Source: an optimization exercise on an open RTL-to-GDS flow (aim: small area). Production flows keep margins and buffers that such runs may drop. In this exercise RTL edits were held to simulation tests only and were not proved equivalent to the original. Power figures rest on the tool's default switching activity, not on a simulated workload.

Setup of job 101:
==> flow/design.v <==
`timescale 1ns / 1ps
package spq_pkg;
    localparam int VALUE_W     = 32;
    localparam int IN_PRIO_W   = 8;
    localparam int TOTAL_W     = 36;
    localparam int COUNT_OUT_W = 5;
    localparam logic [2:0] ACT_APPEND = 3'd0;
    localparam logic [2:0] ACT_INSERT = 3'd1;
    localparam logic [2:0] ACT_REMOVE = 3'd2;
    localparam logic [2:0] ACT_CLEAR  = 3'd3;
    localparam logic [1:0] ST_OK           = 2'd0;
    localparam logic [1:0] ST_DROPPED_FULL = 2'd1;
    localparam logic [1:0] ST_REMOVE_EMPTY = 2'd2;
endpackage
`timescale 1ns / 1ps
`timescale 1ns / 1ps
module stable_priority_queue (
    input  logic             clk,
    input  logic             rst_n,
    input  logic             item_valid,
    output logic             item_stall,
    input  logic [42:0]      item_bits,
    output logic             result_valid,
    input  logic             result_stall,
    output logic [77:0]      result_bits
);
    localparam int D  = 16;
    localparam int W  = 40;    
    logic [2:0]  act;
    logic [31:0] new_value;
    logic [7:0]  new_prio;
    assign act       = item_bits[42:40];
    assign new_value = item_bits[39:8];
    assign new_prio  = item_bits[7:0];
    logic [D-1:0][W-1:0] slot;       
    logic [4:0]          cnt;
    logic [35:0]         sum;
    logic                pend;
    logic                rv;
    logic [1:0]          st;
    logic accept, full, empty;
    logic is_app, is_ins, is_rem, is_clr;
    logic add_ok, rem_ok, clr, other;
    logic shl_all, zero0;
    assign item_stall = rv & result_stall;
    assign accept     = item_valid & ~item_stall;
    assign full   = cnt[4];
    assign empty  = (cnt == 5'd0);
    assign is_app = (act == spq_pkg::ACT_APPEND);
    assign is_ins = (act == spq_pkg::ACT_INSERT);
    assign is_rem = (act == spq_pkg::ACT_REMOVE);
    assign is_clr = (act == spq_pkg::ACT_CLEAR);
    assign add_ok = accept & (is_app | is_ins) & ~full;
    assign rem_ok = accept & is_rem & ~empty;
    assign clr    = accept & is_clr;
    assign other  = accept & ~add_ok & ~rem_ok & ~is_clr;
    assign shl_all = pend & (rem_ok | (other & ~empty));
    assign zero0   = clr | (other & pend & empty);
    function automatic logic less8n(input logic [7:0] a_n, input logic [7:0] b);
        less8n = 1'b0;
        for (int k = 0; k < 8; k++)
            less8n = (a_n[k] & b[k]) | (a_n[k] & less8n) | (b[k] & less8n);
    endfunction
    function automatic logic gt_const(input logic [4:0] a, input int c);
        gt_const = 1'b0;
        for (int k = 0; k < 5; k++)
            if (((c >> k) & 1) == 0)
                gt_const = a[k] | gt_const;
            else
                gt_const = a[k] & gt_const;
    endfunction
    logic [D-1:0] below;     
    logic [D-1:0] occ;       
    logic [D-1:0] lt;
    logic [D:0]   cand;
    logic [D+1:0] f;         
    logic [D:0]   h;         
    for (genvar i = 0; i < D; i++)
    begin : g_occ
        assign below[i] = gt_const(cnt, i);
        if (i == 0)
        begin : g0
            assign occ[i] = below[i] | pend;
        end
        else
        begin : gn
            assign occ[i] = pend ? below[i-1] : below[i];
        end
        assign lt[i] = less8n(slot[i][7:0], new_prio);
        if (i == 0)
        begin : c0
            assign cand[i] = ~pend & (occ[i] ? (is_ins & lt[i]) : 1'b1);
        end
        else
        begin : cn
            assign cand[i] = occ[i] ? (is_ins & lt[i]) : 1'b1;
        end
    end
    assign cand[D] = 1'b1;
    assign f[0] = 1'b0;
    for (genvar i = 1; i <= D + 1; i++)
    begin : g_f
        assign f[i] = |cand[i-1:0];
    end
    for (genvar i = 0; i <= D; i++)
    begin : g_h
        assign h[i] = cand[i] & ~f[i];
    end
    logic [D-1:0] s_l, s_r, s_n, s_h;
    for (genvar i = 0; i < D; i++)
    begin : g_sel
        assign s_n[i] = add_ok & (pend ? h[i+1] : h[i]);
        if (i == 0)
        begin : l0
            assign s_l[i] = 1'b0;
        end
        else
        begin : ln
            assign s_l[i] = add_ok & ~pend & f[i];
        end
        if (i == D - 1)
        begin : rl
            assign s_r[i] = 1'b0;
        end
        else
        begin : rn
            assign s_r[i] = shl_all | (add_ok & pend & ~f[i+2]);
        end
        if (i == 0)
        begin : h0
            assign s_h[i] = ~(s_n[i] | s_r[i] | zero0);
        end
        else
        begin : hn
            assign s_h[i] = ~(s_l[i] | s_n[i] | s_r[i]);
        end
    end
    logic [W-1:0] new_entry;
    assign new_entry = {new_value, ~new_prio};
    for (genvar i = 0; i < D; i++)
    begin : g_slot
        logic [W-1:0] left_e, right_e, d;
        if (i == 0)
        begin : a0
            assign left_e = '0;
        end
        else
        begin : an
            assign left_e = slot[i-1];
        end
        if (i == D - 1)
        begin : b0
            assign right_e = '0;
        end
        else
        begin : bn
            assign right_e = slot[i+1];
        end
        assign d = ({W{s_l[i]}} & left_e)   | ({W{s_r[i]}} & right_e) |
                   ({W{s_n[i]}} & new_entry) | ({W{s_h[i]}} & slot[i]);
        always_ff @(posedge clk)
        begin
            slot[i] <= d;
        end
    end
    logic [31:0] head_value;
    logic [31:0] opnd;
    logic [35:0] sum_next;
    assign head_value = pend ? slot[1][39:8] : slot[0][39:8];
    assign opnd = ({32{add_ok}} & new_value) | ({32{rem_ok}} & ~head_value);
    always_comb
    begin
        sum_next = sum + {{4{opnd[31]}}, opnd} + {35'd0, rem_ok};
        if (clr)
            sum_next = '0;
    end
    logic [4:0] cnt_next;
    always_comb
    begin
        cnt_next = cnt;
        if (clr)
            cnt_next = '0;
        else if (add_ok)
            cnt_next = cnt + 5'd1;
        else if (rem_ok)
            cnt_next = cnt - 5'd1;
    end
    always_ff @(posedge clk or negedge rst_n)
    begin
        if (!rst_n)
        begin
            cnt  <= '0;
            sum  <= '0;
            pend <= 1'b1;
            rv   <= 1'b0;
        end
        else
        begin
            cnt <= cnt_next;
            sum <= sum_next;
            rv  <= accept | (rv & result_stall);
            if (accept)
                pend <= rem_ok;
        end
    end
    always_ff @(posedge clk)
    begin
        if (accept)
        begin
            st <= (is_app | is_ins) & full ? spq_pkg::ST_DROPPED_FULL :
                  is_rem & empty           ? spq_pkg::ST_REMOVE_EMPTY :
                                             spq_pkg::ST_OK;
        end
    end
    assign result_valid = rv;
    assign result_bits  = {slot[0][39:8], pend | ~empty, cnt, sum, empty, full, st};
endmodule
==> flow/config.mk <==
export PLATFORM = sky130hd
export DESIGN_NAME = stable_priority_queue
export DESIGN_NICKNAME = stable_priority_queue
export VERILOG_FILES = /design/flow/design.v
export SDC_FILE = /design/flow/constraint.sdc
export NUM_CORES = 4
export LEC_CHECK = 0
export CAP_MARGIN = 20
export CORE_MARGIN = 2
export CORE_UTILIZATION = 65
export CTS_BUF_LIST = sky130_fd_sc_hd__clkbuf_8
export CTS_CLUSTER_DIAMETER = 40
export CTS_CLUSTER_SIZE = 20
export SLEW_MARGIN = 20
==> flow/constraint.sdc <==
create_clock -name core_clock -period 5.0 [get_ports {clk}]
set_input_delay 1.0000 -clock core_clock [delete_from_list [all_inputs] [get_ports {clk}]]
set_output_delay 1.0000 -clock core_clock [all_outputs]
set_load 0.01 [all_outputs]
standard.sh (not shown) runs the stock make flow with config.mk's settings and CLKGATE_MAP_FILE= SYNTH_SCRIPT=/design/flow/synth_recipe.tcl, a recipe that flattens the netlist after the stock synthesis.
==> flow/flow/run.sh <==
#!/bin/bash
# Standard ORFS layout (the standard.sh, standard synthesis unchanged), with the port
# buffers made of the smallest buffer cell instead of the resizer's default pick.
set -euo pipefail
bash standard.sh BUFFER_PORTS_ARGS="-buffer_cell sky130_fd_sc_hd__buf_1" finish > standard_flow.log 2>&1
Job 101: flow completed, timing, DRC and antenna clean
The following lists how job 103 was set up differently from job 101:
- swapping 65 for 60 in CORE_UTILIZATION
- swapping 40 for 50 in CTS_CLUSTER_DIAMETER
- swapping 20 for 16 in CTS_CLUSTER_SIZE
Results
The initial antenna violation count reported for job 103 is greater than that of job 101 by 2. Count of buffer and inverter cells on the critical path: job 103 vs job 101 down 1. Comparing job 103 and job 101, the lower antenna diode instance count is on job 101. Comparing job 103 and job 101, setup slack is higher on job 101.

---

Starts from the design.v that is shown in full above.
clock: 5.0 ns
lec_check: 0
cap_margin: 10
core_margin: 2
core_utilization: 65
cts_buf_list: sky130_fd_sc_hd__clkbuf_8
cts_cluster_diameter: 50
cts_cluster_size: 16
slew_margin: 10
Scripts as last shown in full above: flow/flow/run.sh
Then changed:
- CAP_MARGIN: 10 -> 20
- CORE_UTILIZATION: 65 -> 55
- SLEW_MARGIN: 10 -> 20
After rerunning:
- worst setup slack is better by 0.021 ns
- first-iteration DRC count falls by 19%
- final area rises by 2.3%
- synthesized area stays the same
- non-clock buffer count rises by 36
- core utilization falls by 9.7 points
- via count falls by 2.6%
- routed wire length rises by 1.9%
- hold slack is better by 0.028 ns
- clock power rises by 21%
Then changed:
- CORE_UTILIZATION: 55 -> 70
Sequential cell count is unchanged.
Synthesized cell count does not change.
Global-route usage increases by 8.8 points.
Routed wire length decreases by 4.5%.
Worst hold slack loses 0.050 ns.
Via count grows by 2.3%.
Clock power decreases by 20%.
Synthesized area does not change.
Total power shrinks by 4.2%.
Then changed:
- CORE_UTILIZATION: 70 -> 65
- GPL_ROUTABILITY_DRIVEN: default -> 0
After rerunning:
- The new run went through all stages and came out clean
- via count went down by 1.4%
- sequential power is about the same
- cell area came out higher by 0.75%
- routed wire length came out lower by 0.59%
- synthesized cell count stays the same
- utilization falls by 5.0 points

## port drivers added, routing unchanged
In the flow no input, the clock included, has a driving cell. The finished layouts below were timed again as built, in two steps. Step 1, drivers: a clkbuf_16 drives clk and a buf_2 each remaining input, both assumed. Step 2, shift: input delay + t, output delay - t, t = (earliest + latest rising clock arrival at the registers) / 2. This alone moves slack from input paths to output paths. Three values: ideal ports, drivers, drivers and shift; two values: the first two.
run	t (ns)	slack for setup (ns)	clock arrival spread, ns	slew at the worst register clock pin (ns)	worst data-port slew with drivers (ns)
job 101	0.800	0.239 / 0.239 / -0.469	0.057 / 0.057	0.10 / 0.10	0.05
job 103	0.755	0.221 / 0.221 / -0.348	0.058 / 0.058	0.11 / 0.11	0.05
the first run of note 2	0.787	0.235 / 0.235 / -0.394	0.031 / 0.032	0.11 / 0.11	0.05
the second run of note 2	0.768	0.256 / 0.286 / -0.476	0.046 / 0.047	0.10 / 0.10	0.07
the third run of note 2	0.817	0.348 / 0.348 / -0.357	0.050 / 0.051	0.11 / 0.11	0.06
the fourth run of note 2	0.792	0.208 / 0.208 / -0.281	0.061 / 0.061	0.11 / 0.11	0.12
With both steps, setup timing fails in every run listed, where it was met with ideal ports. The setup slack of the second run of note 2, which loses most, moves by +0.030 ns with the drivers and by -0.732 ns with both steps.
